From an optimization exercise on the open Yosys and OpenROAD flow, aimed at small area and a short achievable clock period; shortcuts taken in it are not production practice.
Function was checked by simulation only, so behaviour that the tests miss may differ from the original.
Power and IR drop assume default switching activity.

==> flow/design.v, too long to show whole: its modules and the start of the top module <==
// module fp_exp_stage: 41 lines
// module fp_align_stage: 94 lines
// module fp_mul_tree: 1864 lines
// module fp_add_stage: 39 lines
// module fp_norm_stage: 44 lines
// module fp_alu: 45 lines
module fp_alu (
    input  wire                     FPUCLK,
    input  wire                     RST,
    input  wire fpu_pkg::fp_word_t  a,
    input  wire fpu_pkg::fp_word_t  b,
    input  wire fpu_pkg::fp_op_e    ctrl,
    output fpu_pkg::fp_word_t       out
);
  // ...
==> flow/flow/run.sh <==
#!/bin/bash
# The standard layout, except that the buffers placed on the ports are
# sky130_fd_sc_hd__buf_2 cells rather than the flow's default pick (a slow
# clkdlybuf4s50 delay cell). Everything else is standard.sh unchanged.
set -euo pipefail
export BUFFER_PORTS_ARGS="-buffer_cell sky130_fd_sc_hd__buf_2"
bash standard.sh > standard.log 2>&1
==> flow/standard.sh <==
#!/bin/bash
# synth_recipe.tcl (not shown) runs the flow's synth.tcl, then flattens the netlist and writes it again
# the make line also repeats each setting of config.mk as NAME=value (left out here)
make -C /OpenROAD-flow-scripts/flow DESIGN_CONFIG=/design/flow/config.mk WORK_HOME=/design/flow/orfs CLKGATE_MAP_FILE= SYNTH_SCRIPT=/design/flow/synth_recipe.tcl "${@:-finish}"
==> flow/config.mk <==
export PLATFORM = sky130hd
export DESIGN_NAME = fp_alu
export DESIGN_NICKNAME = fp_alu
export VERILOG_FILES = /design/flow/design.v
export SDC_FILE = /design/flow/constraint.sdc
export NUM_CORES = 4
export LEC_CHECK = 0
export CAP_MARGIN = 70
export CORE_MARGIN = 2
export CORE_UTILIZATION = 40
export CTS_CLUSTER_DIAMETER = 150
export CTS_CLUSTER_SIZE = 26
export SLEW_MARGIN = 70
==> flow/constraint.sdc <==
create_clock -name core_clock -period 14.5 [get_ports {FPUCLK}]
set_input_delay 2.9000 -clock core_clock [delete_from_list [all_inputs] [get_ports {FPUCLK}]]
set_output_delay 2.9000 -clock core_clock [all_outputs]
set_load 0.01 [all_outputs]
==> results.sh, run 1 <==
export IMPL_clk_share_pct=1.59
export IMPL_num_rows=94
export IMPL_synth_most_common_cell="xnor2_1"
export IMPL_fin_crit_sh_pct=28.4
export IMPL_min_to="u_add.s3[35]"
export IMPL_setup_viol=0
export IMPL_globalRouteMet1Util_pct=34.2
export IMPL_reg2reg_from="u_exp.s1[40]"
export IMPL_clkbuf_count=20
export IMPL_clock_latency_ps=560
export IMPL_arrival_ps=4540
export IMPL_sh_seq_area_pct=19.7
export IMPL_cts_tree="built"
export IMPL_cp_slowest_cell="dfxtp_1"
export IMPL_diodes=2
export IMPL_layout_common_cells="xnor2_1, inv_1, a22oi_1, fa_1, dfxtp_1"
export IMPL_outcome="complete, no violations"
export IMPL_synth_seq_cells=272
export IMPL_maxPowerGroup="combinational cells"
export IMPL_clk_pin_slew_ps=100
export IMPL_synthMuxAreaShare_pct=4.17
export IMPL_grt_pass1_wl_um=137000
export IMPL_max_cap_viol_count=0
export IMPL_via_count=22377
export IMPL_setup_ws_ps=10390
export IMPL_busiest_layer="met2"
==> run 2, diff against run 1 <==
--- a/flow/config.mk
+++ b/flow/config.mk
@@ -6,8 +6,8 @@
 export NUM_CORES = 4
 export LEC_CHECK = 0
-export CAP_MARGIN = 70
+export CAP_MARGIN = 50
 export CORE_MARGIN = 2
 export CORE_UTILIZATION = 40
 export CTS_CLUSTER_DIAMETER = 150
 export CTS_CLUSTER_SIZE = 26
-export SLEW_MARGIN = 70
+export SLEW_MARGIN = 50
==> run 2 against run 1 <==
Total power down 1.4%. Fmax down 5.7%. Sequential share of layout area up 0.35 points. Final cell count down 0.40%. Largest power group unchanged.
==> results.sh, run 2 <==
export IMPL_gp_congestion=1.04
export IMPL_cp_required_ps=14970
export IMPL_post_cts_buffers=0
export IMPL_synth_net_count=3413
export IMPL_start_util_pct=40.4
export IMPL_min_period_ps=4360
export IMPL_num_rows=94
export IMPL_hpwl_um=62200
export IMPL_die_height_um=261
export IMPL_avgSynthCellArea_um2=8.97
export IMPL_arrival_ps=4830
export IMPL_finalMaxSlewViolations=0
export IMPL_final_common_cell="xnor2_1"
export IMPL_p_leak_nw=11.8
export IMPL_synth_edf_count=0
export IMPL_synth_seq_cells=272
export IMPL_ctsHoldBuffers=0
export IMPL_synth_most_common_cell="xnor2_1"
export IMPL_port_buffers=100
export IMPL_layout_drive_gt1_share_pct=8.96
export IMPL_regMostFlops="u_align.s2"
export IMPL_via_count=22111
export IMPL_cts_max_level=1
export IMPL_wl_per_cell_um=23.6
export IMPL_min_delay_start="u_align.s2[116]"
export IMPL_rsz0062_at_grt="no"
export IMPL_critPathBufInv=4
export IMPL_fin_skew_ps=41.2
export IMPL_clock_latency_ps=570
export IMPL_coreArea_um2=65600
export IMPL_nets=3366
export IMPL_setup_viol=0
export IMPL_max_freq_ghz=0.229
export IMPL_endpoint_kind="flop"
export IMPL_p_total_mw=4.66
export IMPL_hold_path_depth=0
export IMPL_dieArea_um2=68300
export IMPL_slew_headroom_pct=54.9
export IMPL_postRouteAntennaNets=0
export IMPL_clk_pin_slew_ps=100
export IMPL_fin_crit_sh_pct=30.1
export IMPL_worstPathCellList="buf_4, clkinv_1, buf_6, buf_4, nand2_1, fa_1, a21oi_1, ha_1, a21o_1, a21o_1, a2111oi_0, o22ai_1, a211oi_1, o21ai_0, o21a_1, nor2_1, xnor2_1"
export IMPL_reg2reg_from="u_align.s2[113]"
export IMPL_placed_cells=3753
export IMPL_cp_slowest_cell="a2111oi_0"
export IMPL_diodes=0
export IMPL_synth_common_cells="xnor2_1, inv_1, a22oi_1, fa_1, dfxtp_1"
export IMPL_r2r_setup_slack_ps=10140
export IMPL_first_pass_iters=6
export IMPL_synth_top_area_share_pct=19.7
export IMPL_cts_max_path_buffers=3
export IMPL_ir_drop_uv=111
export IMPL_viasPerCell=5.85
export IMPL_final_util_pct=42.9
export IMPL_async_flop_share_pct=12.9
export IMPL_grt_pass1_wl_um=136000
export IMPL_fp_dieW_um=261
export IMPL_startpoint="u_align.s2[113]"
export IMPL_grt_usage_pct=25.9
export IMPL_num_io_pins=101
export IMPL_drc_errors=0
export IMPL_yosysUniqueCellTypes=83
export IMPL_instances_no_fill=3777
export IMPL_cp_slowest_stage_delay_ps=430
export IMPL_yosysWarnings=8
export IMPL_seq_area_frac_synth_pct=21.2
export IMPL_cts_root_buf="clkbuf_16"
export IMPL_finalHoldViolations=0
export IMPL_setup_tns_ps=0
export IMPL_crit_fanout=43
export IMPL_p_per_area_nw_per_um2=166
export IMPL_syn_area_um2=26500
export IMPL_cts_sinks=272
export IMPL_crit_family="compound AO/OA/AOI/OAI gates"
export IMPL_critical_path_class="flop to flop"
export IMPL_min_to="u_add.s3[27]"
export IMPL_cts_tree="built"
export IMPL_synth_area_leader_cell="fa_1"
export IMPL_top_regs="u_align.s2 x124, u_exp.s1 x77, u_add.s3 x36"
export IMPL_outcome="complete, no violations"
export IMPL_gr_total_overflow=0
export IMPL_drt_iter0_drc=2319
export IMPL_largest_register_ffs=124
export IMPL_layout_common_cells="xnor2_1, inv_1, a22oi_1, fa_1, dfxtp_1"
export IMPL_antenna_found_initial=2
export IMPL_ys_top_cells_by_area="fa_1, dfxtp_1, xnor2_1"
export IMPL_grt_max_degree=98
export IMPL_tightest_slew_ps=675
export IMPL_wl_um=89000
export IMPL_hold_path_class="flop to flop"
export IMPL_max_cap_viol_count=0
export IMPL_cts_buffers=15
export IMPL_ys_flop_type="dfxtp_1"
export IMPL_synthCells=2954
export IMPL_worstSetupStartpointType="flop"
export IMPL_area_growth_pct=6.36
export IMPL_grt_pass1_vias=22580
export IMPL_reg2reg_to="u_add.s3[24]"
export IMPL_postCtsResizedCells=0
export IMPL_r2r_cells=17
run 2: cell count changes in the layout (fill, tap and decap cells not counted), sizes merged:
cell	delta
diode	-2
clkbuf	-2
buf	-11
inv	-1
clkinv	+1
run 2: worst max path at each step:
stage                     endpoint  slack, ps  cells past startpoint
finish                u_add.s3[24]      10140                     17
global route          u_add.s3[24]       9770                     17
CTS                   u_add.s3[24]       9800                     15
detailed placement    u_add.s3[24]       9830                     15
global placement      u_add.s3[24]       9780                     13
floorplan           u_align.s2[50]      10600                     11
run 2: logic make-up after synthesis:
kind of cell	synth area share, %
XOR/XNOR	12.1
AND/OR/NAND/NOR	9.93
flip-flops	21.2
AO/OA/AOI/OAI	18.5
buffers and inverters	8.22
multiplexers	4.17
adder cells (fa/ha/maj)	25.9
run 2: layer usage:
layer  GRT usage, %  share of wire, %  vias up
li1               -                 -     9822
met3           5.96                11      315
met5              0             0.015        -
met2           40.7                44     1332
met1           34.0                40    10640
met4           11.7               5.3        2
run 2: final cells by class:
cell class	instances	area, um2
Sequential cell	272	5640
Timing Repair Buffer	174	1070
Multi-Input combinational cell	2117	18700
Clock inverter	5	58.8
Fill cell	6412	37500
Tap cell	864	1080
Clock buffer	18	387
Inverter	327	1230
run 2: worst reg2reg max path: stages (launching register included):
cell,delay (ps)
dfxtp_1,310
buf_4,220
clkinv_1,180
buf_6,200
buf_4,400
nand2_1,150
fa_1,420
a21oi_1,180
ha_1,300
a21o_1,200
a21o_1,170
a2111oi_0,430
o22ai_1,150
a211oi_1,310
o21ai_0,220
o21a_1,220
nor2_1,110
xnor2_1,130
run 2: where the power goes:
part	internal [mW]	total [mW]	leakage [nW]	switching, mW
combinational	1.27	3.10	9.22	1.83
clock	0.199	0.471	0.216	0.272
sequential	0.932	1.09	2.39	0.158
run 2: stage by stage:
step           cell area, um2  setup slack [ps]  hold WS [ps]
2_1_floorplan           26500             10600           310
3_3_place_gp            27700              9780           314
3_5_place_dp            27700              9830           312
4_1_cts                 28200              9800           328
5_1_grt                 28200              9770           341
6_report                28200             10140           334
==> run 3, diff against run 2 <==
--- a/flow/config.mk
+++ b/flow/config.mk
@@ -6,8 +6,8 @@
 export NUM_CORES = 4
 export LEC_CHECK = 0
-export CAP_MARGIN = 50
+export CAP_MARGIN = 85
 export CORE_MARGIN = 2
 export CORE_UTILIZATION = 40
 export CTS_CLUSTER_DIAMETER = 150
-export CTS_CLUSTER_SIZE = 26
-export SLEW_MARGIN = 50
+export CTS_CLUSTER_SIZE = 20
+export SLEW_MARGIN = 85
==> run 3 against run 2 <==
Final cell count rose by 8.0%. Highest routed layer unchanged. Clock skew fell by 3.4 ps. Total power is 23% higher. Critical endpoint is now u_align.s2[89]. Fmax is 51% lower. Still clean on timing, DRC and antenna. Largest cell class unchanged.
==> results.sh, run 3 <==
export IMPL_r2r_cells=27
export IMPL_slew_headroom_pct=76.5
export IMPL_num_rows=94
export IMPL_critical_path_class="flop to flop"
export IMPL_synth_top_area_share_pct=19.7
export IMPL_fin_crit_sh_pct=61.1
export IMPL_reg2reg_from="u_exp.s1[64]"
export IMPL_arrival_ps=9340
export IMPL_viasPerCell=5.91
export IMPL_max_freq_ghz=0.113
export IMPL_nets=3665
export IMPL_ir_drop_uv=142
export IMPL_avgSynthCellArea_um2=8.97
export IMPL_drt_iter0_drc=2571
export IMPL_via_count=24125
export IMPL_cts_max_level=1
export IMPL_antenna_found_initial=3
export IMPL_post_cts_buffers=0
export IMPL_placed_cells=4002
export IMPL_cp_required_ps=14980
export IMPL_layout_common_cells="inv_1, fa_1, nand2_1"
export IMPL_clock_latency_ps=570
export IMPL_clk_pin_slew_ps=100
export IMPL_finalHoldViolations=0
export IMPL_r2r_setup_slack_ps=5640
export IMPL_drc_errors=0
export IMPL_crit_fanout=27
export IMPL_top_regs="u_align.s2 x124, u_exp.s1 x77, u_add.s3 x36"
export IMPL_tightest_slew_ps=350
export IMPL_endpoint="u_align.s2[89]"
export IMPL_grt_pass1_wl_um=143000
export IMPL_postRouteAntennaNets=0
export IMPL_fp_dieW_um=261
export IMPL_coreArea_um2=65600
export IMPL_finalMaxSlewViolations=0
export IMPL_yosysUniqueCellTypes=83
export IMPL_yosysWarnings=8
export IMPL_regMostFlops="u_align.s2"
export IMPL_ctsHoldBuffers=0
export IMPL_setup_tns_ps=0
export IMPL_outcome="complete, no violations"
export IMPL_startpoint="u_exp.s1[64]"
export IMPL_die_height_um=261
export IMPL_synth_area_leader_cell="fa_1"
export IMPL_grt_max_degree=39
export IMPL_cts_root_buf="clkbuf_16"
export IMPL_instances_no_fill=4081
export IMPL_seq_area_frac_synth_pct=21.2
export IMPL_min_period_ps=8860
export IMPL_async_flop_share_pct=12.9
export IMPL_synth_most_common_cell="xnor2_1"
export IMPL_first_pass_iters=9
export IMPL_max_cap_viol_count=0
export IMPL_rsz0062_at_grt="no"
export IMPL_cts_max_path_buffers=3
export IMPL_syn_area_um2=26500
export IMPL_cts_tree="built"
export IMPL_grt_pass1_vias=24700
export IMPL_setup_viol=0
export IMPL_grt_usage_pct=27.1
export IMPL_final_common_cell="inv_1"
export IMPL_postCtsResizedCells=0
export IMPL_p_per_area_nw_per_um2=158
export IMPL_reg2reg_to="u_align.s2[89]"
export IMPL_layout_drive_gt1_share_pct=32.1
export IMPL_gp_congestion=1.04
export IMPL_endpoint_kind="flop"
export IMPL_n_fill_cell=5478
export IMPL_dieArea_um2=68300
export IMPL_p_leak_nw=14.9
export IMPL_cts_sinks=272
export IMPL_gr_total_overflow=0
export IMPL_hpwl_um=72900
export IMPL_port_buffers=100
export IMPL_start_util_pct=40.4
export IMPL_synth_common_cells="xnor2_1, inv_1, a22oi_1, fa_1, dfxtp_1"
export IMPL_synth_net_count=3413
export IMPL_cts_buffers=18
export IMPL_area_growth_pct=37.0
export IMPL_synth_edf_count=0
export IMPL_wl_um=95700
export IMPL_hold_path_class="flop to flop"
export IMPL_num_io_pins=101
export IMPL_ys_top_cells_by_area="fa_1, dfxtp_1, xnor2_1"
export IMPL_largest_register_ffs=124
export IMPL_wl_per_cell_um=23.5
export IMPL_synth_seq_cells=272
export IMPL_worstSetupStartpointType="flop"
export IMPL_fin_skew_ps=37.8
export IMPL_ys_flop_type="dfxtp_1"
export IMPL_synthCells=2954
-- run 3: cell counts after synthesis --
No cell type changed its count.
-- run 3: per-layer routing --
layer	vias up	wire, um	GRT usage [%]
met3	475	10200	5.91
met4	4	5900	13.2
met2	1569	43100	42.9
met5	-	25	0
li1	10469	-	-
met1	11608	36500	35.0
-- run 3: report_power, final --
part | total (mW) | switching [mW] | internal [mW]
Sequential | 1.15 | 0.200 | 0.945
Combinational | 4.06 | 2.21 | 1.86
Clock | 0.529 | 0.290 | 0.239
-- run 3: logic make-up after synthesis --
family / after synthesis / synth area share (%)
adder cells (fa/ha/maj): 391 / 25.9
multiplexers: 100 / 4.17
buffers and inverters: 565 / 8.22
flip-flops: 272 / 21.2
AO/OA/AOI/OAI: 717 / 18.5
XOR/XNOR: 363 / 12.1
AND/OR/NAND/NOR: 546 / 9.93
-- run 3: worst min path at each step --
stage | start | end | slack (ps) | cells past startpoint
after floorplan | u_align.s2[114] | u_add.s3[25] | 310 | 0
after global placement | u_align.s2[116] | u_add.s3[27] | 310 | 0
after detailed placement | u_align.s2[119] | u_add.s3[30] | 310 | 0
after CTS | u_align.s2[119] | u_add.s3[30] | 330 | 0
after global routing | u_align.s2[119] | u_add.s3[30] | 340 | 0
final | u_align.s2[119] | u_add.s3[30] | 330 | 0
-- run 3: area by class of cell --
cell class	instances	area [um2]	area share, %
tap	864	1080	2.98
timing repair buffer	470	4990	13.7
antenna	1	2.50	0.00689
inverter	327	1310	3.60
clock buffer	26	480	1.32
sequential	272	5740	15.8
multi-input combinational	2117	22600	62.3
clock inverter	4	63.8	0.176
-- run 3: per-stage QoR --
step	utilization [%]	cell area (um2)	setup slack (ps)	power, mW	hold WS, ps
3_5_place_dp	50.5	33100	9300	4.86	313
5_1_grt	55.3	36300	5520	6.11	340
4_1_cts	51.3	33700	9300	5.40	332
6_report	55.3	36300	5640	5.74	332
3_3_place_gp	42.2	27700	9780	4.09	314
2_1_floorplan	-	26500	10600	3.13	310
-- run 3: critical path, cell delays in order (launching register included) --
cell	delay (ps)
dfxtp_1	350
buf_8	100
buf_8	190
buf_8	230
ha_1	270
a21o_1	170
a21o_1	210
a2111oi_4	350
clkdlybuf4s50_1	540
clkdlybuf4s50_1	480
clkdlybuf4s50_1	480
clkdlybuf4s50_1	480
clkdlybuf4s50_1	510
clkdlybuf4s50_1	490
clkdlybuf4s50_1	520
clkdlybuf4s50_1	500
clkdlybuf4s50_1	490
clkdlybuf4s50_1	480
buf_1	150
nand4_4	110
buf_2	200
nand2_4	200
buf_8	200
buf_8	210
nand2_1	100
o211ai_1	140
clkdlybuf4s50_1	540
nand2_1	50

## what the ideal ports hide
How much do the figures lean on ideal ports? The routed layouts below were timed once more, with nothing changed but the port constraints. Step 1: set_driving_cell puts a clkbuf_16 on FPUCLK and a buf_2 on each other input, an assumption about the parent block. Step 2 also shifts input and output timing later by t, the mid clock arrival at the registers, as if the neighbouring blocks saw the same clock. a / b / c = ideal / step 1 / step 2; a / b = the first two.
run	t, ns	setup WS [ns]	latest minus earliest clock arrival (ns)
run 1	0.607	10.388 / 10.388 / 10.388	0.039 / 0.039
run 2	0.609	10.140 / 10.140 / 10.140	0.041 / 0.042
run 3	0.619	5.639 / 5.639 / 5.639	0.043 / 0.043
After both steps every run listed still meets setup and hold.
